What follows belongs to an exercise in optimizing a design on an open flow for small area, a short achievable clock period and few clock cycles; a production flow would make more cautious choices. In this exercise RTL edits were held to simulation tests only and were not proved equivalent to the original. Power figures rest on the tool's default switching activity, not on a simulated workload.

**run.sh**
```bash
#!/bin/bash
# synth_recipe.tcl (not shown) runs the flow's synth.tcl, then flattens the netlist and writes it again
# the make line also repeats each setting of config.mk as NAME=value (left out here)
make -C /OpenROAD-flow-scripts/flow DESIGN_CONFIG=/design/flow/config.mk WORK_HOME=/design/flow/orfs CLKGATE_MAP_FILE= SYNTH_SCRIPT=/design/flow/synth_recipe.tcl finish
```
**config.mk**
```make
export PLATFORM = sky130hd
export DESIGN_NAME = cmdq_top
export DESIGN_NICKNAME = cmdq_top
export VERILOG_FILES = /design/flow/design.v
export SDC_FILE = /design/flow/constraint.sdc
export NUM_CORES = 4
export LEC_CHECK = 0
export ABC_CLOCK_PERIOD_IN_PS = 3400
export CAP_MARGIN = 20
export CELL_PAD_IN_SITES_DETAIL_PLACEMENT = 1
export CELL_PAD_IN_SITES_GLOBAL_PLACEMENT = 2
export CORE_MARGIN = 2
export CORE_UTILIZATION = 45
export CTS_CLUSTER_DIAMETER = 80
export CTS_CLUSTER_SIZE = 25
export SETUP_SLACK_MARGIN = 4.6
export SLEW_MARGIN = 20
export SYNTH_MEMORY_MAX_BITS = 8192
export TNS_END_PERCENT = 20
```
**constraint.sdc**
```tcl
create_clock -name core_clock -period 8.0 [get_ports {clk}]
set_input_delay 1.6000 -clock core_clock [delete_from_list [all_inputs] [get_ports {clk}]]
set_output_delay 1.6000 -clock core_clock [all_outputs]
set_load 0.01 [all_outputs]
```
**design.v**
```verilog
`timescale 1ns/1ps
package cmdq_cmd_pkg;
localparam int CMD_WIDTH = 32;
localparam int MEM_ADDR_WIDTH = 8;
localparam int MEM_DATA_WIDTH = 16;
localparam int MEM_DEPTH = 1 << MEM_ADDR_WIDTH;
localparam int COPY_LEN_WIDTH = 6;
localparam logic [1:0] OP_STORE = 2'b01;
localparam logic [1:0] OP_COPY = 2'b10;
typedef union packed {
	struct packed {
		logic [1:0] opcode;
		logic [MEM_ADDR_WIDTH-1:0] addr;
		logic [5:0] unused;
		logic [MEM_DATA_WIDTH-1:0] data;
	} store;
	struct packed {
		logic [1:0] opcode;
		logic [MEM_ADDR_WIDTH-1:0] dst;
		logic [MEM_ADDR_WIDTH-1:0] src;
		logic [COPY_LEN_WIDTH-1:0] len;
		logic [7:0] unused;
	} copy;
} cmd_word_u;
endpackage
`timescale 1ns/1ps
package cmdq_apb_pkg;
localparam logic [11:0] REG_CMD = 12'h000;
localparam logic [11:0] REG_STATUS = 12'h004;
localparam logic [11:0] REG_DONE = 12'h008;
localparam logic [11:0] REG_BAD = 12'h00C;
localparam logic [11:0] WIN_BASE = 12'h400;
localparam int ST_EMPTY = 0;
localparam int ST_FULL = 1;
localparam int ST_ALMOST_FULL = 2;
localparam int ST_IDLE = 3;
localparam int COUNT_WIDTH = 16;
endpackage
`timescale 1ns/1ps
module block_ram #(
	parameter int K = 16,
	parameter int KW = 4,
	parameter int RW = 4,
	parameter int DATA_WIDTH = 16
) (
	input logic clk,
	input logic [K*(1<<RW)-1:0] rd_sel,
	output logic [K*DATA_WIDTH-1:0] rd_data,
	input logic [K-1:0] we,
	input logic [K*RW-1:0] wr_row,
	input logic [K*DATA_WIDTH-1:0] wr_data
);
localparam int R = 1 << RW;
for (genvar b = 0; b < K; b++) begin : bank
	logic [DATA_WIDTH-1:0] word [R];
	logic [R-1:0] rsel;
	assign rsel = rd_sel[b*R +: R];
	logic [DATA_WIDTH-1:0] rd;
	for (genvar r = 0; r < R; r++) begin : row
		always_ff @(posedge clk) begin
			if (we[b] && wr_row[b*RW +: RW] == RW'(r))
				word[r] <= wr_data[b*DATA_WIDTH +: DATA_WIDTH];
		end
	end
	always_comb begin
		rd = '0;
		for (int r = 0; r < R; r++)
			rd = rd | ({DATA_WIDTH{rsel[r]}} & word[r]);
	end
	assign rd_data[b*DATA_WIDTH +: DATA_WIDTH] = rd;
end
endmodule
`timescale 1ns/1ps
module cmd_fifo #(
	parameter int DATA_WIDTH = 26,
	parameter int FIFO_DEPTH = 8,
	parameter int FIFO_ADDR_WIDTH = 3
) (
	input logic clk,
	input logic reset,
	input logic push,
	input logic [DATA_WIDTH-1:0] wdata,
	input logic pop,
	output logic [DATA_WIDTH-1:0] head,
	output logic [FIFO_ADDR_WIDTH:0] count
);
logic [DATA_WIDTH-1:0] mem [FIFO_DEPTH];
logic [FIFO_ADDR_WIDTH-1:0] write_ptr;
logic [FIFO_ADDR_WIDTH-1:0] read_ptr;
assign head = mem[read_ptr];
always_ff @(posedge clk) begin
	if (reset) begin
		write_ptr <= '0;
		read_ptr <= '0;
		count <= '0;
	end else begin
		if (push)
			write_ptr <= write_ptr + 1'b1;
		if (pop)
			read_ptr <= read_ptr + 1'b1;
		if (push && !pop)
			count <= count + 1'b1;
		else if (pop && !push)
			count <= count - 1'b1;
	end
end
always_ff @(posedge clk) begin
	if (push)
		mem[write_ptr] <= wdata;
end
endmodule
`timescale 1ns/1ps
module apb_regs (
	input logic clk,
	input logic reset,
	input logic [11:0] paddr,
	input logic psel,
	input logic penable,
	input logic pwrite,
	input logic [31:0] pwdata,
	output logic [31:0] prdata,
	output logic pready,
	output logic pslverr,
	output logic push,
	output logic [25:0] push_data,
	input logic room_next,
	input logic idle_next,
	input logic empty_next,
	input logic full_next,
	input logic almost_full_next,
	input logic cmd_done,
	input logic cmd_bad,
	output logic win_req,
	output logic win_we,
	output logic [7:0] win_addr,
	output logic [15:0] win_data,
	input logic win_ack,
	input logic win_rvalid,
	input logic [15:0] win_rdata
);
logic setup;
logic access;
logic hit_cmd;
logic hit_status;
logic hit_done;
logic hit_bad;
logic hit_win;
logic ok;
logic [15:0] rd_val;
logic pready_q;
logic pslverr_q;
logic [15:0] prdata_q;
logic t_cmd;
logic t_win;
logic win_started;
logic [cmdq_apb_pkg::COUNT_WIDTH-1:0] done_count;
logic [cmdq_apb_pkg::COUNT_WIDTH-1:0] bad_count;
assign setup = psel && !penable;
assign access = psel && penable;
assign hit_cmd = (paddr == cmdq_apb_pkg::REG_CMD);
assign hit_status = (paddr == cmdq_apb_pkg::REG_STATUS);
assign hit_done = (paddr == cmdq_apb_pkg::REG_DONE);
assign hit_bad = (paddr == cmdq_apb_pkg::REG_BAD);
assign hit_win = (paddr[11:10] == cmdq_apb_pkg::WIN_BASE[11:10]);
assign ok = hit_cmd || hit_win || (!pwrite && (hit_status || hit_done || hit_bad));
always_comb begin
	rd_val = '0;
	if (hit_status) begin
		rd_val[cmdq_apb_pkg::ST_EMPTY] = empty_next;
		rd_val[cmdq_apb_pkg::ST_FULL] = full_next;
		rd_val[cmdq_apb_pkg::ST_ALMOST_FULL] = almost_full_next;
		rd_val[cmdq_apb_pkg::ST_IDLE] = idle_next;
	end else if (hit_done) begin
		rd_val = done_count;
	end else if (hit_bad) begin
		rd_val = bad_count;
	end
end
assign prdata = {16'h0, prdata_q};
assign pready = pready_q;
assign pslverr = pslverr_q;
assign push = access && pready_q && t_cmd;
assign win_req = t_win && !win_started;
assign push_data = {pwdata[31:22], pwdata[31] ? {pwdata[21:8], 2'b00} : pwdata[15:0]};
assign win_we = pwrite;
assign win_addr = paddr[9:2];
assign win_data = pwdata[15:0];
always_ff @(posedge clk) begin
	prdata_q <= setup ? rd_val : win_rdata;
end
always_ff @(posedge clk) begin
	if (reset) begin
		pready_q <= 1'b0;
		pslverr_q <= 1'b0;
		t_cmd <= 1'b0;
		t_win <= 1'b0;
		win_started <= 1'b0;
	end else begin
		pready_q <= 1'b0;
		if (setup) begin
			pslverr_q <= !ok;
			if (!ok)
				pready_q <= 1'b1;
			else if (hit_cmd && pwrite) begin
				t_cmd <= 1'b1;
				pready_q <= room_next;
			end else if (hit_win)
				t_win <= 1'b1;
			else
				pready_q <= 1'b1;
		end else if (access) begin
			if (pready_q) begin
				t_cmd <= 1'b0;
				t_win <= 1'b0;
				win_started <= 1'b0;
			end else begin
				if (t_cmd)
					pready_q <= room_next;
				if (win_ack && win_we)
					pready_q <= 1'b1;
				if (win_rvalid)
					pready_q <= 1'b1;
			end
		end
		if (win_ack)
			win_started <= 1'b1;
	end
end
always_ff @(posedge clk) begin
	if (reset) begin
		done_count <= '0;
		bad_count <= '0;
	end else begin
		if (cmd_done)
			done_count <= done_count + 1'b1;
		if (cmd_bad)
			bad_count <= bad_count + 1'b1;
	end
end
endmodule
`timescale 1ns/1ps
module mem_arbiter (
	input logic clk,
	input logic reset,
	input logic req_a,
	input logic we_a,
	input logic [cmdq_cmd_pkg::MEM_ADDR_WIDTH-1:0] addr_a,
	input logic [cmdq_cmd_pkg::MEM_DATA_WIDTH-1:0] wdata_a,
	output logic gnt_a,
	input logic req_b,
	input logic we_b,
	input logic [cmdq_cmd_pkg::MEM_ADDR_WIDTH-1:0] addr_b,
	input logic [cmdq_cmd_pkg::MEM_DATA_WIDTH-1:0] wdata_b,
	output logic gnt_b,
	output logic [cmdq_cmd_pkg::MEM_DATA_WIDTH-1:0] rdata,
	output logic [cmdq_cmd_pkg::MEM_ADDR_WIDTH-1:0] ram_addr,
	output logic [cmdq_cmd_pkg::MEM_DATA_WIDTH-1:0] ram_wdata,
	output logic ram_we,
	input logic [cmdq_cmd_pkg::MEM_DATA_WIDTH-1:0] ram_rdata
);
logic last_b;
assign gnt_a = req_a && (!req_b || last_b);
assign gnt_b = req_b && !gnt_a;
assign ram_addr = gnt_b ? addr_b : addr_a;
assign ram_wdata = gnt_b ? wdata_b : wdata_a;
assign ram_we = (gnt_a && we_a) || (gnt_b && we_b);
assign rdata = ram_rdata;
always_ff @(posedge clk) begin
	if (reset)
		last_b <= 1'b0;
	else if (gnt_a)
		last_b <= 1'b0;
	else if (gnt_b)
		last_b <= 1'b1;
end
endmodule
`timescale 1ns/1ps
module cmd_executor #(
	parameter int K = 16,
	parameter int KW = 4,
	parameter int RW = 4,
	parameter int FIFO_DEPTH = 8,
	parameter int FIFO_ADDR_WIDTH = 3
) (
	input logic clk,
	input logic reset,
	input logic [25:0] head,
	input logic [FIFO_ADDR_WIDTH:0] count,
	input logic push,
	output logic pop,
	input logic win_req,
	input logic win_we,
	input logic [7:0] win_addr,
	input logic [15:0] win_data,
	output logic win_ack,
	output logic win_rvalid,
	output logic [15:0] win_rdata,
	output logic cmd_done,
	output logic cmd_bad,
	output logic idle_next,
	output logic empty_next,
	output logic full_next,
	output logic almost_full_next,
	output logic room_next,
	output logic [K*(1<<RW)-1:0] rd_sel,
	input logic [K*16-1:0] rd_data,
	output logic [K-1:0] we,
	output logic [K*RW-1:0] wr_row,
	output logic [K*16-1:0] wr_data
);
localparam logic [1:0] C_COPY = 2'd0;
localparam logic [1:0] C_WR = 2'd1;
localparam logic [1:0] C_RD = 2'd2;
localparam logic [1:0] C_NOP = 2'd3;
logic c_valid;
logic [1:0] c_kind;
logic c_cnt_done;
logic c_cnt_bad;
logic [(1<<RW)-1:0] c_row;
logic [(1<<RW)-1:0] c_row1;
logic [K-1:0] c_ahead;
logic [7:0] c_dst;
logic [5:0] c_rem;
logic [KW:0] c_lim;    
logic c_near;          
logic [KW-1:0] c_rot;  
logic [15:0] c_data;
logic b_valid;
logic b_rd;
logic [7:0] b_dst;
logic [K-1:0] b_mask;
logic [KW-1:0] b_rot;
logic [K*16-1:0] rd_q;
logic hz;
logic hz_q;
logic stall;
logic issue;
logic last;
logic free;
logic wload;
logic [KW:0] n;
logic [5:0] n_w;
logic [7:0] d_hs;
logic [7:0] d_sh;
logic [1:0] h_op;
logic [7:0] h_dst;
logic [7:0] h_src;
logic [5:0] h_len;
logic [7:0] h_p;
assign h_op = head[25:24];
assign h_dst = head[23:16];
assign h_src = head[15:8];
assign h_len = head[7:2];
assign h_p = h_dst - h_src;
assign stall = c_valid && (c_kind == C_COPY) && hz_q;
assign issue = c_valid && !stall;
assign last = issue && ((c_kind != C_COPY) || ({1'b0, c_rem} <= 7'(c_lim)));
assign free = !c_valid || last;
assign pop = free && (count != 0);
assign wload = !c_valid && !b_valid && (count == 0) && win_req;
assign win_ack = wload;
assign cmd_done = last && c_cnt_done;
assign cmd_bad = last && c_cnt_bad;
assign n = (c_kind == C_WR) ? (KW+1)'(1) :
	({1'b0, c_rem} <= 7'(c_lim)) ? c_rem[KW:0] : c_lim;
assign n_w = (c_kind == C_WR) ? 6'd1 : c_rem;
assign d_hs = h_src - c_dst;
assign d_sh = c_dst - h_src;
always_comb begin
	hz = 1'b0;
	if (issue && (c_kind == C_COPY || c_kind == C_WR)) begin
		if (!last)
			hz = c_near;
		else
			hz = (d_hs < 8'(n_w)) || (d_sh[7:KW] == '0);
	end
end
always_ff @(posedge clk) begin
	if (reset)
		hz_q <= 1'b0;
	else
		hz_q <= hz;
end
assign idle_next = (count == 0) && !push && (!c_valid || c_kind == C_NOP);
assign empty_next = (count == 0);
assign full_next = (count == FIFO_DEPTH);
assign almost_full_next = (count >= FIFO_DEPTH - 1);
assign room_next = (count < FIFO_DEPTH) || pop;
always_ff @(posedge clk) begin
	if (reset) begin
		c_valid <= 1'b0;
	end else if (issue && !last) begin
		c_rem <= c_rem - 6'(c_lim);
		c_dst <= c_dst + 8'(c_lim);
		if (c_lim[KW]) begin
			c_row <= {c_row[(1<<RW)-2:0], c_row[(1<<RW)-1]};
			c_row1 <= {c_row1[(1<<RW)-2:0], c_row1[(1<<RW)-1]};
		end else begin
			c_lim <= c_lim[KW-1] ? (KW+1)'(K) : {c_lim[KW-1:0], 1'b0};
			c_rot <= c_rot + c_lim[KW-1:0];
		end
	end else if (free) begin
		c_valid <= pop || wload;
		if (pop) begin
			c_dst <= h_dst;
			c_row <= (1<<RW)'(1) << h_src[7:KW];
			c_row1 <= (1<<RW)'(1) << RW'(h_src[7:KW] + 1'b1);
			for (int b = 0; b < K; b++)
				c_ahead[b] <= (KW'(b) < h_src[KW-1:0]);
			c_rem <= h_len;
			c_data <= head[15:0];
			c_lim <= (h_p == 0 || h_p[7:KW] != 0) ? (KW+1)'(K) : (KW+1)'(h_p);
			c_near <= (h_p != 0) && (h_p[7:KW+1] == 0);
			c_rot <= (h_op == cmdq_cmd_pkg::OP_STORE) ? h_dst[KW-1:0] : h_p[KW-1:0];
			c_cnt_done <= (h_op == cmdq_cmd_pkg::OP_STORE) || (h_op == cmdq_cmd_pkg::OP_COPY);
			c_cnt_bad <= !((h_op == cmdq_cmd_pkg::OP_STORE) || (h_op == cmdq_cmd_pkg::OP_COPY));
			if (h_op == cmdq_cmd_pkg::OP_STORE)
				c_kind <= C_WR;
			else if (h_op == cmdq_cmd_pkg::OP_COPY && h_len != 0)
				c_kind <= C_COPY;
			else
				c_kind <= C_NOP;
		end else begin
			c_dst <= win_addr;
			c_row <= (1<<RW)'(1) << win_addr[7:KW];
			c_row1 <= (1<<RW)'(1) << RW'(win_addr[7:KW] + 1'b1);
			for (int b = 0; b < K; b++)
				c_ahead[b] <= (KW'(b) < win_addr[KW-1:0]);
			c_data <= win_data;
			c_rot <= win_we ? win_addr[KW-1:0] : -win_addr[KW-1:0];
			c_cnt_done <= 1'b0;
			c_cnt_bad <= 1'b0;
			c_kind <= win_we ? C_WR : C_RD;
		end
	end
end
for (genvar b = 0; b < K; b++) begin : rd
	assign rd_sel[b*(1<<RW) +: (1<<RW)] = c_ahead[b] ? c_row1 : c_row;
end
logic [K*16-1:0] rd_w;
assign rd_w[K*16-1:16] = rd_data[K*16-1:16];
assign rd_w[15:0] = (c_kind == C_WR) ? c_data : rd_data[15:0];
always_ff @(posedge clk) begin
	rd_q <= c_rot[0] ? {rd_w[K*16-17:0], rd_w[K*16-1 -: 16]} : rd_w;
	b_dst <= c_dst;
	b_rot <= c_rot;
	for (int b = 0; b < K; b++)
		b_mask[b] <= ((KW+1)'(KW'(KW'(b) - c_dst[KW-1:0])) < n);
end
always_ff @(posedge clk) begin
	if (reset) begin
		b_valid <= 1'b0;
		b_rd <= 1'b0;
	end else begin
		b_valid <= issue && (c_kind == C_COPY || c_kind == C_WR);
		b_rd <= issue && (c_kind == C_RD);
	end
end
logic [K*16-1:0] rot [1:KW];
assign rot[1] = rd_q;
for (genvar s = 1; s < KW; s++) begin : rs
	for (genvar b = 0; b < K; b++) begin : rb
		assign rot[s+1][b*16 +: 16] = b_rot[s] ? rot[s][((b + K - (1 << s)) % K)*16 +: 16] :
			rot[s][b*16 +: 16];
	end
end
for (genvar b = 0; b < K; b++) begin : wr
	assign we[b] = b_valid && b_mask[b];
	assign wr_row[b*RW +: RW] = b_dst[7:KW] + RW'(KW'(b) < b_dst[KW-1:0]);
end
assign wr_data = rot[KW];
assign win_rvalid = b_rd;
assign win_rdata = rot[KW][15:0];
endmodule
`timescale 1ns/1ps
module cmdq_top #(
	parameter int FIFO_DEPTH = 4,
	parameter int FIFO_ADDR_WIDTH = 2,
	parameter int K = 32,
	parameter int KW = 5
) (
	input logic clk,
	input logic reset,
	input logic [11:0] paddr,
	input logic psel,
	input logic penable,
	input logic pwrite,
	input logic [31:0] pwdata,
	output logic [31:0] prdata,
	output logic pready,
	output logic pslverr
);
localparam int RW = cmdq_cmd_pkg::MEM_ADDR_WIDTH - KW;
logic push;
logic [25:0] push_data;
logic pop;
logic [25:0] head;
logic [FIFO_ADDR_WIDTH:0] count;
logic room_next;
logic idle_next;
logic empty_next;
logic full_next;
logic almost_full_next;
logic cmd_done;
logic cmd_bad;
logic win_req;
logic win_we;
logic [7:0] win_addr;
logic [15:0] win_data;
logic win_ack;
logic win_rvalid;
logic [15:0] win_rdata;
logic [K*(1<<RW)-1:0] rd_sel;
logic [K*16-1:0] rd_data;
logic [K-1:0] we;
logic [K*RW-1:0] wr_row;
logic [K*16-1:0] wr_data;
apb_regs regs0 (
	.clk(clk),
	.reset(reset),
	.paddr(paddr),
	.psel(psel),
	.penable(penable),
	.pwrite(pwrite),
	.pwdata(pwdata),
	.prdata(prdata),
	.pready(pready),
	.pslverr(pslverr),
	.push(push),
	.push_data(push_data),
	.room_next(room_next),
	.idle_next(idle_next),
	.empty_next(empty_next),
	.full_next(full_next),
	.almost_full_next(almost_full_next),
	.cmd_done(cmd_done),
	.cmd_bad(cmd_bad),
	.win_req(win_req),
	.win_we(win_we),
	.win_addr(win_addr),
	.win_data(win_data),
	.win_ack(win_ack),
	.win_rvalid(win_rvalid),
	.win_rdata(win_rdata)
);
cmd_fifo #(
	.DATA_WIDTH(26),
	.FIFO_DEPTH(FIFO_DEPTH),
	.FIFO_ADDR_WIDTH(FIFO_ADDR_WIDTH)
) fifo0 (
	.clk(clk),
	.reset(reset),
	.push(push),
	.wdata(push_data),
	.pop(pop),
	.head(head),
	.count(count)
);
cmd_executor #(
	.K(K),
	.KW(KW),
	.RW(RW),
	.FIFO_DEPTH(FIFO_DEPTH),
	.FIFO_ADDR_WIDTH(FIFO_ADDR_WIDTH)
) exec0 (
	.clk(clk),
	.reset(reset),
	.head(head),
	.count(count),
	.push(push),
	.pop(pop),
	.win_req(win_req),
	.win_we(win_we),
	.win_addr(win_addr),
	.win_data(win_data),
	.win_ack(win_ack),
	.win_rvalid(win_rvalid),
	.win_rdata(win_rdata),
	.cmd_done(cmd_done),
	.cmd_bad(cmd_bad),
	.idle_next(idle_next),
	.empty_next(empty_next),
	.full_next(full_next),
	.almost_full_next(almost_full_next),
	.room_next(room_next),
	.rd_sel(rd_sel),
	.rd_data(rd_data),
	.we(we),
	.wr_row(wr_row),
	.wr_data(wr_data)
);
block_ram #(
	.K(K),
	.KW(KW),
	.RW(RW),
	.DATA_WIDTH(cmdq_cmd_pkg::MEM_DATA_WIDTH)
) scratch0 (
	.clk(clk),
	.rd_sel(rd_sel),
	.rd_data(rd_data),
	.we(we),
	.wr_row(wr_row),
	.wr_data(wr_data)
);
endmodule
```
==> notes.md, run 1 <==
- Seq/Total Area, Yosys: 0.683
- Critical Path Sink Type: flip-flop
- Max-cap violation count: 0
- Critical Path Fanout Max: 24
- Unrepaired setup endpoints after global routing: yes
- Clock sinks: 4915
- # H-tree levels: 5
- Hold EP: exec0.b_rot[3]
- EDFF count, synth: 4293
- Area leader, netlist: edfxtp_1
- CP Launch Point: exec0.c_row[5]
- Mapped Avg Cell Area: 17.5 um^2
- Comb power frac: 0.505
- Crit path required time: 8.84 ns
- Grt ovf: 0
- Synth warnings: 37
- Reg-to-reg setup timing slack: 4.29 ns
- Pre-Repair DR Iteration Count: 6
- Synthesized flop and latch total: 4915
- Simple-gate portion of the synthesized area: 0.0349
- Multi-input logic area: 0.0637 mm^2
- HPWL Detailed: 679 mm
- Critical path arrival: 4.55 ns
- Clock power frac: 0.139
- Number of remaining DRC errors: 0
- Nets: 12120
- Largest cells by area after synthesis: edfxtp_1 62%, mux4_2 11%, dfxtp_1 6.0%
- Max Slew Vio Count: 0
- Xor/xnor share of the synthesized area: 0.00561
- Clk_skew: 0.0777 ns
- Crit Path Class: flip-flop to flip-flop
- Gr usage total: 0.386
- Final Hold Fails: 0
- Core Util, Final: 0.495
- WL final: 914 mm
- Layout cell share with drive strength beyond 1: 0.203
- Initial antenna violation count: 134
- Minimum clock period after layout: 3.71 ns
- Total net switching power: 54.0 mW
- Seq pwr share: 0.356
- Synth top area share: 0.623
- RR Endpoint: exec0.rd_q[225]
- Starting density of the core: 0.453
- Remaining antenna violation count after routing: 0
- Uppermost routed layer: met5
- Hold crit path type: flip-flop to flip-flop
- Setup TNS: 0 ns
- First-pass GRT wire length: 1190 mm
- DR WL/cell: 50.3 um
- Main combinational cell family by area after synthesis: multiplexers
- FF-to-FF Start: exec0.c_row[5]
- Post-Synth Adder-Cell Area: 0.0123
- Main synth FF type: edfxtp_1
- Cell Pwr Density: 503 mW/mm^2
- Largest net degree at the start of global routing: 141
- CORE AREA: 0.457 mm^2
- Register area: 0.141 mm^2
- Hold Crit Depth: 0
- Number of global-route vias before repair: 122794
- Mux cell area share after synthesis: 0.153
- Met2 wire len: 382 mm
- CTS tree: built
- Compound-gate portion of the synthesized area: 0.0948
- Switching Share: 0.475
- Die W: 682 um
- Tcrit/Tclk final: 0.464
- DR iter-0 viols: 21760
- Hold_buf cts: 0
- Synth Cell Area: 0.207 mm^2
- Die height: 682 um
- Number of top-level pins: 83
- Final Setup Violations: 0
- Int Power: 59.7 mW
- Metal3 WL: 110 mm
- Clock Tree Root: clkbuf_16
- Leakage: 72.1 nW
- Die ar.: 0.465 mm^2
- I/O Buffers: 66
- Layout area overhead: 9.39%
- Netlist cell types: 78
- Peak Freq: 270 MHz
- Fillers: 41719
- Clock tree buffer depth: 4
- Metal-1 WL: 347 mm
- Vias: 129651
- Worst r2r path cells: 6
- RD Place Congestion: 1.04
- Hold path startpoint: exec0.c_rot[3]
- Vias per cell: 7.13
- Status: complete, no violations
- # rows: 248
- Peak VDD IR: 0.318 mV
- Clock slew at reported path FFs: 0.10 ns
- Cells after Synth: 11818
- Critical path startpoint category: flip-flop
- Worst-Skew Late Latency: 1.01 ns
- Worst slew pin tran: 1.23 ns
- Slew HR: 0.181
- Post-synth ARST share: 0
- Inserted Clock Buffers: 270
## how the worst max path moves through the flow
stage and endpoint:
6_report exec0.rd_q[225], 5_1_grt scratch0.bank[2].word[0][9], 4_1_cts scratch0.bank[4].word[5][8], 3_5_place_dp regs0.prdata_q[13], 3_3_place_gp scratch0.bank[20].word[5][13], 2_1_floorplan exec0.c_ahead[0]
## cells in the mapped netlist (6+ instances only)
cell type,n
a31oi_1,16
buf_4,18
nand3_1,86
a22oi_1,1071
nor3_1,133
mux2i_1,497
dfxtp_1,622
a21o_1,26
or4_1,10
o211ai_1,11
inv_1,93
xor2_1,54
buf_2,72
edfxtp_1,4293
a21oi_1,214
clkbuf_1,594
a22o_1,505
o21bai_1,6
xnor2_1,76
ha_1,193
or3_1,14
nand4_1,53
or2_2,7
nand2_1,236
o31ai_1,22
a211oi_1,15
buf_1,61
mux4_2,1046
a221oi_1,501
fa_1,6
o21a_1,7
o21ai_0,106
nand3b_1,24
nor4_1,29
nor2_1,233
and3_1,494
nor2b_1,10
o22ai_1,7
nand2b_1,14
mux2_2,271
## layer usage
metal  global-route usage  vias up
met2                0.542     8433
met1                0.521    70020
li1                     -    49788
met4                0.261       18
met3                0.111     1392
met5                    0        -
## sequential cells by signal, indices dropped and copies added (netlist names), 4 cells and up, named ones only
register and cells:
exec0.c_dst 8, fifo0.mem 104, regs0.bad_count 16, exec0.c_lim 6, regs0.done_count 16, regs0.prdata_q 16, exec0.c_ahead 31, exec0.c_rot 5
exec0.b_rot 4, exec0.c_data 16, scratch0.bank.word 4096, exec0.b_mask 32, exec0.c_rem 6, exec0.b_dst 8, exec0.c_row1 8, exec0.c_row 8
exec0.rd_q 512
## cells in the final DEF, fill, tap and decap left out, types with 19 or more instances in the layout
cell type,n
nor2_2,19
nand4_1,53
clkbuf_16,280
inv_1,91
buf_12,29
inv_6,23
nand3b_1,24
a22o_1,505
nand2_1,231
a21oi_1,190
clkbuf_1,33
a22oi_1,1071
mux4_2,1046
nor4_2,22
nor3_1,27
edfxtp_1,4293
a221oi_1,501
o21ai_0,86
o31ai_1,22
nor3_2,93
mux2i_1,493
nand3_1,79
a21oi_2,23
dfxtp_1,609
buf_4,400
mux2_2,263
nor2_1,209
a21o_1,22
ha_1,176
diode_2,50
and3_1,488
xor2_1,53
xnor2_1,75
clkdlybuf4s50_1,65
## worst max-delay path: stages (launching register included)
cell and delay, ns:
edfxtp_1 0.36, buf_4 0.51, buf_4 0.57, mux2_2 0.61, a22oi_1 0.18, and3_1 0.55, mux2i_1 0.69
## area by class of cell
type / instances / share of cell area
diodes: 50 / 0.000553
clock buffers: 316 / 0.0316
clock inverters: 103 / 0.00550
inverters: 99 / 0.00178
multi-input cells: 6072 / 0.281
flip-flops and latches: 4915 / 0.625
well taps: 6125 / 0.0339
repair buffers: 512 / 0.0201
repair inverters: 2 / 0.0000774
## power groups by stage
| stage | clock network (mW) | logic (mW) | registers (mW) |
|---|---|---|---|
| CTS | 16.0 | 55.0 | 40.1 |
| detailed placement | 0 | 54.0 | 40.8 |
| global route | 16.7 | 58.0 | 40.4 |
| floorplan | 0 | 27.7 | 38.3 |
| global placement | 0 | 52.8 | 40.8 |
| finish | 15.8 | 57.5 | 40.5 |
## logic make-up (layout without fill, tap and decap cells)
| family | count (synthesis) | after routing |
|---|---|---|
| adders and majority gates | 199 | 199 |
| other | 1 | 66 |
| and+or+nand+nor | 1367 | 1367 |
| buffers and inverters | 846 | 1032 |
| muxes | 1815 | 1815 |
| xor gates and xnor gates | 131 | 131 |
| AOI/OAI and AO/OA | 2544 | 2544 |
| DFF | 4915 | 4915 |
## metrics by stage
stage	cells	area, um^2	hold WS [ns]	power (mW)	setup slack (ns)
after floorplan	11833	207000	0.355	66.0	4.43
after global placement	17648	216000	0.405	93.6	3.51
after detailed placement	17652	216000	0.410	94.9	3.73
after CTS	18114	225000	0.433	111	4.33
after global routing	18146	226000	0.449	115	4.34
final	18194	226000	0.429	114	4.29
## repair_timing
item | in CTS | in global routing
gates cloned | 2 | 4
endpoints found under the setup margin | 2881 | 2362
buffers inserted | 41 | 25
pin swaps | 12 | 43
gates resized for setup | 78 | 104
Testbench counts, summed over its fixed seeds: cycles 1,361.
==> inputs of run 2 (changes only) <==
--- a/config.mk
+++ b/config.mk
@@ -13,7 +13,6 @@
 export CORE_UTILIZATION = 45
 export CTS_CLUSTER_DIAMETER = 80
 export CTS_CLUSTER_SIZE = 25
-export SETUP_SLACK_MARGIN = 4.6
+export SETUP_SLACK_MARGIN = 4.9
 export SLEW_MARGIN = 20
 export SYNTH_MEMORY_MAX_BITS = 8192
-export TNS_END_PERCENT = 20
==> notes.md, run 2 <==
- Crit-path leading delay family: compound AO/OA/AOI/OAI gates
- Clock power frac: 0.136
- Gr usage total: 0.392
- Clock tree buffer depth: 4
- Max Slew Vio Count: 0
- Clock sinks: 4915
- Synth top area share: 0.623
- Nets: 12231
- Commonest non-fill, non-tap cell in the layout: edfxtp_1
- Tcrit/Tclk final: 0.427
- Largest cells by area after synthesis: edfxtp_1 62%, mux4_2 11%, dfxtp_1 6.0%
- Crit path required time: 8.69 ns
- Peak VDD IR: 0.348 mV
- Total net switching power: 55.5 mW
- Die height: 682 um
- Vias per cell: 7.09
- Number of remaining DRC errors: 0
- Synthesized flop and latch total: 4915
- I/O Buffers: 66
- HPWL Detailed: 678 mm
- Cell Pwr Density: 508 mW/mm^2
- Initial antenna violation count: 141
- Clock slew at reported path FFs: 0.10 ns
- Most common library cells after synthesis: 4293 x edfxtp_1, 1071 x a22oi_1, 1046 x mux4_2, 622 x dfxtp_1, 594 x clkbuf_1
- Number of top-level pins: 83
- Minimum clock period after layout: 3.42 ns
- Hold_buf cts: 0
- Final Hold Fails: 0
- Top-count cell post-synth: edfxtp_1
- Layout cell share with drive strength beyond 1: 0.238
- CORE AREA: 0.457 mm^2
- Critical Path Sink Type: flip-flop
- Hold crit path type: flip-flop to flip-flop
- Synth warnings: 37
- Most frequent cells in the layout: 4293 x edfxtp_1, 1070 x a22oi_1, 1046 x mux4_2, 595 x dfxtp_1, 505 x a22o_1
- Switching Share: 0.475
- Critical path arrival: 4.10 ns
- Main synth FF type: edfxtp_1
- Inserted Clock Buffers: 265
- Starting density of the core: 0.453
- Setup TNS: 0 ns
- Biggest register: scratch0.bank.word
- Worst slew pin tran: 1.25 ns
- Tot Pwr: 117 mW
- Crit path cell chain: buf_12, buf_4, buf_6, mux4_2, inv_2, ha_4, inv_2, fa_2, a211oi_2, o21ai_2, a2111oi_4, nand3_2, o31ai_4, a21oi_2
- DR iter-0 viols: 20765
- Largest net degree at the start of global routing: 157
- Slew HR: 0.165
- Status: complete, no violations
- Setup WS pre-CTS: 3.63 ns
- WP buf/inv: 5
- Critical Path Fanout Max: 7
- Vias: 130086
- CP max-delay cell: mux4_2
- Pre-Repair DR Iteration Count: 6
- Clock Tree Root: clkbuf_16
- Cells after Synth: 11818
- Clk_skew: 0.0552 ns
- # H-tree levels: 5
- RD Place Congestion: 1.03
- EDFF count, synth: 4293
- Max stage delay on crit path: 0.58 ns
- Synth Cell Area: 0.207 mm^2
- Layout area overhead: 11.0%
- Peak Freq: 293 MHz
- Post-Layout Cell Count: 18335
- Number of global-route vias before repair: 123478
- Grt ovf: 0
- Biggest regs: scratch0.bank.word: 4096 flops, exec0.rd_q: 512 flops, fifo0.mem: 104 flops
- Cells after DPL: 17651
- Final Setup Violations: 0
- Die ar.: 0.465 mm^2
- Seq pwr share: 0.344
- Worst-Skew Late Latency: 1.01 ns
- DR WL/cell: 50.6 um
- Int Power: 61.3 mW
- Seq/Total Area, Yosys: 0.683
- Area leader, netlist: edfxtp_1
- Max-cap violation count: 0
- Unrepaired setup endpoints after global routing: yes
- Mapped Avg Cell Area: 17.5 um^2
- Leakage: 73.2 nW
- Crit Path Class: flip-flop to flip-flop
- First-pass GRT wire length: 1200 mm
- Critical path startpoint category: flip-flop
- Comb power frac: 0.520
- Final worst slack: 4.58 ns
- CTS tree: built
- Remaining antenna violation count after routing: 0
- WL final: 928 mm
- # rows: 248
- Netlist cell types: 78
- Die W: 682 um
- Max FFs per register: 4096
- Crit path top cell by count: inv_2
- Post-synth ARST share: 0
-- run 2: worst paths after layout --
path                   from             end  slack, ns  depth (start not counted)
max               flip-flop  exec0.c_lim[5]       4.58                         14
min          exec0.c_dst[7]  exec0.b_dst[7]       0.48                          0
max reg2reg       flip-flop  exec0.c_lim[5]       4.58                         14
min reg2reg  exec0.c_dst[7]  exec0.b_dst[7]       0.48                          0
-- run 2: power groups by stage --
stage	sequential (mW)	clock, mW	combinational [mW]
after global routing	40.1	16.7	61.1
after global placement	40.7	0	53.5
after detailed placement	40.7	0	54.9
after CTS	39.8	16.1	57.8
final	40.1	15.9	60.7
after floorplan	38.3	0	27.8
-- run 2: cells by family after synthesis --
group	share of synthesized area
AO/OA/AOI/OAI	0.0948
XOR/XNOR	0.00561
adder cells (fa/ha/maj)	0.0123
buffers and inverters	0.0162
flip-flops	0.683
multiplexers	0.153
other	0.0000181
AND/OR/NAND/NOR	0.0349
-- run 2: through the flow --
step	hold slack (ns)	instance area, um^2	utilization
finish	0.484	230000	0.502
global route	0.476	229000	0.502
CTS	0.474	228000	0.499
detailed placement	0.444	216000	0.474
global placement	0.452	216000	0.473
floorplan	0.355	207000	-
-- run 2: metal layers --
layer  GRT usage  part of all wire  vias to the layer above
met5     0.00115           0.00041                        -
met4       0.251             0.079                       30
met3       0.125              0.12                     1448
met2       0.566              0.43                     8426
met1       0.511              0.37                    70144
li1            -                 -                    50038
-- run 2: what timing repair did --
action	in CTS	in global routing
endpoints found under the setup margin	7624	1615
setup buffers	123	49
resized for setup	508	210
cloned	14	4
pin swaps	87	99
-- run 2: worst reg2reg max path, delay by kind of cell, from the launching register on --
kind | cells | cell delay (ns)
buffers and inverters | 5 | 0.49
AO/OA/AOI/OAI | 5 | 1.02
flip-flops | 1 | 0.37
AND/OR/NAND/NOR | 1 | 0.16
multiplexers | 1 | 0.58
adder cells (fa/ha/maj) | 2 | 0.49
-- run 2: final cells by class --
cell class / count / area (um^2)
clock inverter: 95 / 1300
inverter: 99 / 417
sequential: 4915 / 141000
timing repair buffer: 626 / 6190
clock buffer: 322 / 7170
antenna: 77 / 193
timing repair inverter: 2 / 17.5
fill: 41490 / 227000
tap: 6125 / 7660
multi-input combinational: 6074 / 65300
==> inputs of run 3 (changes only) <==
--- a/design.v
+++ b/design.v
@@ -110,7 +110,10 @@
 end
 endmodule
 `timescale 1ns/1ps
-module apb_regs (
+module apb_regs #(
+	parameter int K = 32,
+	parameter int KW = 5
+) (
 	input logic clk,
 	input logic reset,
 	input logic [11:0] paddr,
@@ -122,7 +125,7 @@
 	output logic pready,
 	output logic pslverr,
 	output logic push,
-	output logic [25:0] push_data,
+	output logic [32:0] push_data,
 	input logic room_next,
 	input logic idle_next,
 	input logic empty_next,
@@ -181,7 +184,41 @@
 assign pslverr = pslverr_q;
 assign push = access && pready_q && t_cmd;
 assign win_req = t_win && !win_started;
-assign push_data = {pwdata[31:22], pwdata[31] ? {pwdata[21:8], 2'b00} : pwdata[15:0]};
+logic [7:0] q_dst;
+logic [7:0] q_src;
+logic [5:0] q_len;
+logic [7:0] q_p;
+logic [7:0] q_d1;
+logic [7:0] q_d2;
+logic q_hz;
+logic px_valid;
+logic [7:0] px_start;
+logic [KW:0] px_w;
+assign q_dst = pwdata[29:22];
+assign q_src = pwdata[21:14];
+assign q_len = pwdata[13:8];
+assign q_p = q_dst - q_src;
+assign q_d1 = q_src - px_start;
+assign q_d2 = px_start - q_src;
+assign q_hz = px_valid && ((q_d1 < 8'(px_w)) || (q_d2[7:KW] == '0));
+assign push_data = {pwdata[31:30], q_dst, pwdata[31] ? {q_src, q_len, q_p, q_hz} : {7'b0, pwdata[15:0]}};
+always_ff @(posedge clk) begin
+	if (reset) begin
+		px_valid <= 1'b0;
+	end else if (push) begin
+		if (pwdata[31:30] == cmdq_cmd_pkg::OP_STORE) begin
+			px_valid <= 1'b1;
+			px_start <= q_dst;
+			px_w <= 1;
+		end else if (pwdata[31:30] == cmdq_cmd_pkg::OP_COPY) begin
+			px_valid <= (q_len != 0);
+			px_start <= (q_len > K) ? q_dst + 8'(q_len - K) : q_dst;
+			px_w <= (q_len > K) ? (KW+1)'(K) : (KW+1)'(q_len);
+		end else begin
+			px_valid <= 1'b0;
+		end
+	end
+end
 assign win_we = pwrite;
 assign win_addr = paddr[9:2];
 assign win_data = pwdata[15:0];
@@ -284,7 +321,7 @@
 ) (
 	input logic clk,
 	input logic reset,
-	input logic [25:0] head,
+	input logic [32:0] head,
 	input logic [FIFO_ADDR_WIDTH:0] count,
 	input logic push,
 	output logic pop,
@@ -339,19 +376,18 @@
 logic free;
 logic wload;
 logic [KW:0] n;
-logic [5:0] n_w;
-logic [7:0] d_hs;
-logic [7:0] d_sh;
 logic [1:0] h_op;
 logic [7:0] h_dst;
 logic [7:0] h_src;
 logic [5:0] h_len;
 logic [7:0] h_p;
-assign h_op = head[25:24];
-assign h_dst = head[23:16];
-assign h_src = head[15:8];
-assign h_len = head[7:2];
-assign h_p = h_dst - h_src;
+logic h_hz;
+assign h_op = head[32:31];
+assign h_dst = head[30:23];
+assign h_src = head[22:15];
+assign h_len = head[14:9];
+assign h_p = head[8:1];
+assign h_hz = head[0];
 assign stall = c_valid && (c_kind == C_COPY) && hz_q;
 assign issue = c_valid && !stall;
 assign last = issue && ((c_kind != C_COPY) || ({1'b0, c_rem} <= 7'(c_lim)));
@@ -363,17 +399,10 @@
 assign cmd_bad = last && c_cnt_bad;
 assign n = (c_kind == C_WR) ? (KW+1)'(1) :
 	({1'b0, c_rem} <= 7'(c_lim)) ? c_rem[KW:0] : c_lim;
-assign n_w = (c_kind == C_WR) ? 6'd1 : c_rem;
-assign d_hs = h_src - c_dst;
-assign d_sh = c_dst - h_src;
 always_comb begin
 	hz = 1'b0;
-	if (issue && (c_kind == C_COPY || c_kind == C_WR)) begin
-		if (!last)
-			hz = c_near;
-		else
-			hz = (d_hs < 8'(n_w)) || (d_sh[7:KW] == '0);
-	end
+	if (issue && (c_kind == C_COPY || c_kind == C_WR))
+		hz = last ? h_hz : c_near;
 end
 always_ff @(posedge clk) begin
 	if (reset)
@@ -492,9 +521,9 @@
 );
 localparam int RW = cmdq_cmd_pkg::MEM_ADDR_WIDTH - KW;
 logic push;
-logic [25:0] push_data;
+logic [32:0] push_data;
 logic pop;
-logic [25:0] head;
+logic [32:0] head;
 logic [FIFO_ADDR_WIDTH:0] count;
 logic room_next;
 logic idle_next;
@@ -515,7 +544,10 @@
 logic [K-1:0] we;
 logic [K*RW-1:0] wr_row;
 logic [K*16-1:0] wr_data;
-apb_regs regs0 (
+apb_regs #(
+	.K(K),
+	.KW(KW)
+) regs0 (
 	.clk(clk),
 	.reset(reset),
 	.paddr(paddr),
@@ -544,7 +576,7 @@
 	.win_rdata(win_rdata)
 );
 cmd_fifo #(
-	.DATA_WIDTH(26),
+	.DATA_WIDTH(33),
 	.FIFO_DEPTH(FIFO_DEPTH),
 	.FIFO_ADDR_WIDTH(FIFO_ADDR_WIDTH)
 ) fifo0 (
--- a/config.mk
+++ b/config.mk
@@ -13,6 +13,6 @@
 export CORE_UTILIZATION = 45
 export CTS_CLUSTER_DIAMETER = 80
 export CTS_CLUSTER_SIZE = 25
-export SETUP_SLACK_MARGIN = 4.9
+export SETUP_SLACK_MARGIN = 4.6
 export SLEW_MARGIN = 20
 export SYNTH_MEMORY_MAX_BITS = 8192
==> notes.md, run 3 <==
- Status: complete, but fails checks
- SO Faults: antenna rules
- Netlist cell types: 77
- Layout cell share with drive strength beyond 1: 0.206
- Simple-gate portion of the synthesized area: 0.0365
- Number of remaining DRC errors: 0
- Seq/Total Area, Yosys: 0.683
- Critical Path Fanout Max: 54
- Cells after Synth: 11944
- # H-tree levels: 5
- RD Place Congestion: 1.03
- Inserted Clock Buffers: 269
- Tcrit/Tclk final: 0.444
- Initial antenna violation count: 135
- First-pass GRT wire length: 1200 mm
- Biggest register: scratch0.bank.word
- Post-Synth Adder-Cell Area: 0.0127
- Number of top-level pins: 83
- Gr usage total: 0.384
- Vias per cell: 7.12
- Synthesized flop and latch total: 4958
- Final Hold Fails: 0
- Die ar.: 0.470 mm^2
- Most common library cells after synthesis: 4335 x edfxtp_1, 1072 x a22oi_1, 1053 x mux4_2, 623 x dfxtp_1, 556 x clkbuf_1
- HPWL Detailed: 669 mm
- EDFF count, synth: 4335
- Max Slew Vio Count: 0
- Minimum clock period after layout: 3.55 ns
- Die height: 685 um
- Setup TNS: 0 ns
- Most frequent cells in the layout: 4335 x edfxtp_1, 1072 x a22oi_1, 1053 x mux4_2, 611 x dfxtp_1, 506 x a22o_1
- Die W: 685 um
- Worst r2r path cells: 6
- Peak VDD IR: 0.295 mV
- Top-count cell post-synth: edfxtp_1
- Hold crit path type: flip-flop to flip-flop
- DR WL/cell: 49.9 um
- Clock sinks: 4958
- Vias: 131482
- Clock Tree Root: clkbuf_16
- Max-cap violation count: 0
- CORE AREA: 0.463 mm^2
- Largest net degree at the start of global routing: 148
- Synth Cell Area: 0.209 mm^2
- Crit path required time: 8.76 ns
- Biggest regs: scratch0.bank.word: 4096 flops, exec0.rd_q: 512 flops, fifo0.mem: 132 flops
- Hold EP: exec0.b_dst[5]
- Worst slew pin tran: 1.22 ns
- Max FFs per register: 4096
- Synth warnings: 37
- Post-synth ARST share: 0
- Slew HR: 0.162
- Fillers: 42216
- Main combinational cell family by area after synthesis: multiplexers
- Number of global-route vias before repair: 124323
- DR iter-0 viols: 21475
- Synth top area share: 0.623
- I/O Buffers: 66
- Unrepaired setup endpoints after global routing: yes
- Area leader, netlist: edfxtp_1
- Crit Path Class: flip-flop to flip-flop
- Xor/xnor share of the synthesized area: 0.00612
- Hold Crit Depth: 0
- Final Setup Violations: 0
- Peak Freq: 282 MHz
- Critical path arrival: 4.31 ns
- Main synth FF type: edfxtp_1
- RR Endpoint: exec0.rd_q[342]
- Remaining antenna violation count after routing: 2
- # rows: 250
- Grt ovf: 0
- CTS tree: built
- FF-to-FF Start: exec0.c_row[1]
- Largest cells by area after synthesis: edfxtp_1 62%, mux4_2 11%, dfxtp_1 6.0%
- Layout area overhead: 9.87%
- Critical Path Sink Type: flip-flop
- Hold slack: 0.395 ns
- Mux cell area share after synthesis: 0.152
- Nets: 12264
- Clk_skew: 0.0567 ns
- Pre-Repair DR Iteration Count: 6
- Reg-to-reg setup timing slack: 4.45 ns
- Critical path startpoint category: flip-flop
- Core Util, Final: 0.496
- Post-Layout Cell Count: 18458
- Mapped Avg Cell Area: 17.5 um^2
- Worst-Skew Late Latency: 1.01 ns
- Cells after DPL: 17812
- Leakage: 73.3 nW
- Final non-filler cell area: 0.229 mm^2
- Clock tree buffer depth: 4
- Starting density of the core: 0.451
- Hold path startpoint: exec0.c_dst[5]
- Cell Pwr Density: 486 mW/mm^2
- Placed cell areas: 0.218 mm^2
- Clock slew at reported path FFs: 0.10 ns
- Commonest non-fill, non-tap cell in the layout: edfxtp_1
- Compound-gate portion of the synthesized area: 0.0923
- WL final: 922 mm
==> run 3: cell count changes in the layout (fill, tap and decap cells not counted), moves of 42 or more <==
cell      delta
nor2_1      +59
buf_6       -42
nand2_1     +42
inv_1       +49
and3_1      +91
and3_2      -90
a21oi_1     -53
edfxtp_1    +42
buf_4       -46
==> run 3: kinds of logic after synthesis <==
logic type	count (synthesis)
other cells	1
xor+xnor	146
compound gates	2470
buf+inv	891
flops	4958
mux	1813
simple gates	1458
fa+ha+maj	207
==> run 3: critical path, stage by stage (launching register included) <==
cell	delay, ns
edfxtp_1	0.43
buf_12	0.22
mux2_2	0.68
a22o_1	0.25
a221oi_1	0.18
and3_1	0.86
mux2i_1	0.43
==> run 3: where the power goes <==
| group | internal [mW] | total [mW] | switching [mW] |
|---|---|---|---|
| clock network | 6.98 | 16.0 | 9.07 |
| logic | 15.1 | 55.5 | 40.4 |
| registers | 36.9 | 39.9 | 3.08 |
| total | 59.0 | 112 | 52.6 |
==> run 3: cell type report <==
type | instances | area (um^2) | area share
flip-flops and latches | 4958 | 143000 | 0.622
diodes | 116 | 290 | 0.00127
well taps | 6174 | 7720 | 0.0337
multi-input cells | 6114 | 64700 | 0.282
inverters | 140 | 592 | 0.00258
repair inverters | 2 | 32.5 | 0.000142
clock buffers | 325 | 7220 | 0.0315
repair buffers | 523 | 4910 | 0.0214
clock inverters | 106 | 1320 | 0.00574
==> run 3: per-layer routing <==
layer  up-vias  wire length [um]  share of wire  track usage
met5         -               115        0.00012            0
met4        16             70500          0.076        0.247
met3      1615            113000           0.12        0.121
met2      8635            395000           0.43        0.551
met1     70889            343000           0.37        0.506
li1      50327                 -              -            -
==> run 3: what timing repair did <==
action	CTS	global route
hold buffers	0	0
setup endpoints to repair	4633	968
pin swaps	37	21
resized for setup	158	103
cloned	8	5
setup buffers	46	40
==> run 3: how the worst max path moves through the flow <==
stage	end	startpoint	cells past startpoint
floorplan	exec0.c_ahead[0]	reset	3
global placement	fifo0.mem[0][0]	pwdata[16]	12
detailed placement	fifo0.mem[1][0]	pwdata[16]	12
CTS	scratch0.bank[16].word[3][5]	exec0.b_dst[1]	8
global route	scratch0.bank[9].word[7][15]	exec0.b_rot[4]	3
finish	exec0.rd_q[342]	exec0.c_row[1]	6
==> run 3: metrics by stage <==
stage,power [mW],setup slack (ns)
4_1_cts,109,4.44
6_report,112,4.45
3_5_place_dp,92.1,3.51
5_1_grt,113,4.47
3_3_place_gp,90.8,3.43
2_1_floorplan,64.2,4.43
Testbench counts of run 3, summed over its fixed seeds: cycles 1,363.
==> inputs of run 4 (changes only) <==
--- a/config.mk
+++ b/config.mk
@@ -10,9 +10,9 @@
 export CELL_PAD_IN_SITES_DETAIL_PLACEMENT = 1
 export CELL_PAD_IN_SITES_GLOBAL_PLACEMENT = 2
 export CORE_MARGIN = 2
-export CORE_UTILIZATION = 45
+export CORE_UTILIZATION = 50
 export CTS_CLUSTER_DIAMETER = 80
 export CTS_CLUSTER_SIZE = 25
-export SETUP_SLACK_MARGIN = 4.6
+export SETUP_SLACK_MARGIN = 4.4
 export SLEW_MARGIN = 20
 export SYNTH_MEMORY_MAX_BITS = 8192
==> notes.md, run 4 <==
- Mux cell area share after synthesis: 0.152
- Critical path arrival: 4.56 ns
- Critical path startpoint category: flip-flop
- I/O Buffers: 66
- Number of top-level pins: 83
- Max Slew Vio Count: 0
- Main synth FF type: edfxtp_1
- Cells after Synth: 11944
- Peak VDD IR: 0.424 mV
- Hold slack: 0.421 ns
- Critical Path Sink Type: flip-flop
- Clock tree buffer depth: 4
- Slew HR: 0.0805
- Metal-1 WL: 320 mm
- Top-count cell post-synth: edfxtp_1
- Layout cell share with drive strength beyond 1: 0.188
- DR WL/cell: 51.0 um
- Leakage: 72.3 nW
- Total net switching power: 51.4 mW
- Max FFs per register: 4096
- Clk_skew: 0.110 ns
- Most common library cells after synthesis: 4335 x edfxtp_1, 1072 x a22oi_1, 1053 x mux4_2, 623 x dfxtp_1, 556 x clkbuf_1
- Commonest non-fill, non-tap cell in the layout: edfxtp_1
- Synthesized flop and latch total: 4958
- Synth top area share: 0.623
- Multi-input logic area: 0.0637 mm^2
- Remaining antenna violation count after routing: 2
- Number of global-route vias before repair: 124763
- Compound-gate portion of the synthesized area: 0.0923
- Register area: 0.143 mm^2
- Clock slew at reported path FFs: 0.10 ns
- Starting density of the core: 0.502
- Unrepaired setup endpoints after global routing: yes
- Biggest regs: scratch0.bank.word: 4096 flops, exec0.rd_q: 512 flops, fifo0.mem: 132 flops
- HPWL Detailed: 662 mm
- Clock Tree Root: clkbuf_16
- Post-Synth Adder-Cell Area: 0.0127
- Post-Layout Cell Count: 17698
- Tcrit/Tclk final: 0.460
- Fillers: 37149
- Inserted Clock Buffers: 244
- Main combinational cell family by area after synthesis: multiplexers
- Crit Path Class: flip-flop to flip-flop
- Final Hold Fails: 0
- Seq pwr share: 0.372
- Die W: 650 um
- Cell Pwr Density: 482 mW/mm^2
- # rows: 237
- Metal3 WL: 129 mm
- Vias per cell: 7.50
- # H-tree levels: 4
- Synth Cell Area: 0.209 mm^2
- SO Faults: antenna rules
- EDFF count, synth: 4335
- Gr usage total: 0.419
- DR iter-0 viols: 24332
- Vias: 132820
- Setup TNS: 0 ns
- Mapped Avg Cell Area: 17.5 um^2
- Largest cells by area after synthesis: edfxtp_1 62%, mux4_2 11%, dfxtp_1 6.0%
- Clock power frac: 0.137
- Int Power: 57.6 mW
- Pre-Repair DR Iteration Count: 6
- Cells after DPL: 17135
- Simple-gate portion of the synthesized area: 0.0365
- Die ar.: 0.423 mm^2
- Initial antenna violation count: 163
- CP max-delay cell: edfxtp_1
- Max stage delay on crit path: 0.86 ns
- Uppermost routed layer: met5
- Xor/xnor share of the synthesized area: 0.00612
- Die height: 650 um
- Status: complete, but fails checks
- Worst slew pin tran: 1.38 ns
- Crit path required time: 8.88 ns
- Switching Share: 0.472
- CTS tree: built
- Biggest register: scratch0.bank.word
- Comb power frac: 0.491
- Grt ovf: 0
- Hold crit path type: flip-flop to flip-flop
- Tot Pwr: 109 mW
- Most frequent cells in the layout: 4335 x edfxtp_1, 1072 x a22oi_1, 1053 x mux4_2, 611 x dfxtp_1, 506 x a22o_1
- WL final: 903 mm
- Clock sinks: 4958
- Netlist cell types: 77
- Crit path cell chain: buf_4, mux2_2, a22o_1, a221oi_1, and3_1, mux2i_1
- Seq/Total Area, Yosys: 0.683
- Largest net degree at the start of global routing: 166
- Number of remaining DRC errors: 0
- Met2 wire len: 381 mm
- Max-cap violation count: 0
- First-pass GRT wire length: 1170 mm
- Core Util, Final: 0.543
- RD Place Congestion: 1.06
- Post-synth ARST share: 0
- Critical Path Fanout Max: 16
- Layout area overhead: 8.23%
- Peak Freq: 272 MHz
- Synth warnings: 37
- Area leader, netlist: edfxtp_1
- Final Setup Violations: 0
- Hold_buf cts: 0
- Minimum clock period after layout: 3.68 ns
- CORE AREA: 0.416 mm^2
- Nets: 12181
- Worst-Skew Late Latency: 1.10 ns
## run 4: cell count changes in the layout (fill, tap and decap cells not counted), moves of 18 or more
cell,previous run,this run
a41oi_1,8,28
a41oi_2,24,4
and3_1,445,480
and3_2,39,4
buf_12,44,26
buf_4,390,353
clkbuf_1,41,116
clkbuf_16,285,254
diode_2,116,86
nor4_2,2,30
nor4_4,30,2
## run 4: what timing repair did
action,CTS,global route
cloned,6,4
pin swaps,3,13
setup buffers,10,19
resized for setup,51,49
endpoints found under the setup margin,2015,890
## run 4: power by group through the flow
stage	combinational, mW	clock, mW	sequential, mW
2_1_floorplan	25.9	0	38.2
3_3_place_gp	48.9	0	40.7
3_5_place_dp	50.3	0	40.8
4_1_cts	50.8	15.0	40.2
5_1_grt	53.4	15.7	40.4
6_report	53.5	14.9	40.5
## run 4: worst paths after layout
| check | from | endpoint | depth (start not counted) | slack (ns) |
|---|---|---|---|---|
| max | exec0.c_row1[4] | exec0.rd_q[52] | 6 | 4.32 |
| min | exec0.c_dst[7] | exec0.b_dst[7] | 0 | 0.42 |
| max reg2reg | exec0.c_row1[4] | exec0.rd_q[52] | 6 | 4.32 |
| min reg2reg | exec0.c_dst[7] | exec0.b_dst[7] | 0 | 0.42 |
## run 4: critical path, delay by kind of cell (launching register included)
family	cells	cell delay [ns]
AND/OR/NAND/NOR	1	0.37
buffers and inverters	1	0.58
AO/OA/AOI/OAI	2	0.26
flip-flops	1	0.86
multiplexers	2	1.41
## run 4: per-stage QoR
| stage | cell area [um^2] | setup WS [ns] |
|---|---|---|
| global route | 226000 | 4.38 |
| floorplan | 209000 | 4.40 |
| detailed placement | 217000 | 3.35 |
| global placement | 217000 | 3.37 |
| finish | 226000 | 4.32 |
| CTS | 225000 | 4.28 |
## run 4: area by class of cell
class,instances,share of cell area
multi-input cells,6114,0.282
clock buffers,373,0.0300
diodes,86,0.000952
inverters,140,0.00249
repair inverters,2,0.000122
repair buffers,465,0.0186
clock inverters,63,0.00402
flip-flops and latches,4958,0.631
well taps,5497,0.0304
## run 4: metal layers
layer  global-route usage  vias up
met5              0.00125        -
met3                0.153     1804
met4                0.277       36
li1                     -    50084
met1                0.544    70850
met2                0.591    10046
## run 4: logic make-up after synthesis
logic type      count (synthesis)
flops                        4958
other cells                     1
fa+ha+maj                     207
xor+xnor                      146
mux                          1813
simple gates                 1458
compound gates               2470
buf+inv                       891

what the ideal ports hide:
In the flow no input, the clock included, has a driving cell. The finished layouts below were timed again as built, in two steps.
Step 1 assumes that a clkbuf_16 drives the clock port and a buf_2 every other input.
Step 2 adds t to the input delays and takes it off the output delays; t is the mean of the earliest and latest rising clock arrival at the registers after step 1. Input paths then give back, and output paths get back, about the clock's delay inside the block.
a / b / c = ideal ports / drivers / drivers and shift; a / b = the first two.
run	t, ns	setup slack, ns	worst slew at a driven data input, ns
run 1	1.100	4.292 / 4.292 / 3.684	0.06
run 2	1.107	4.585 / 4.585 / 4.026	0.05
run 3	1.122	4.450 / 4.450 / 3.774	0.04
run 4	1.158	4.320 / 4.320 / 3.487	0.04
For run 4, which loses most, drivers alone change the setup slack by 0.000 ns; drivers and shift together by -0.833 ns.
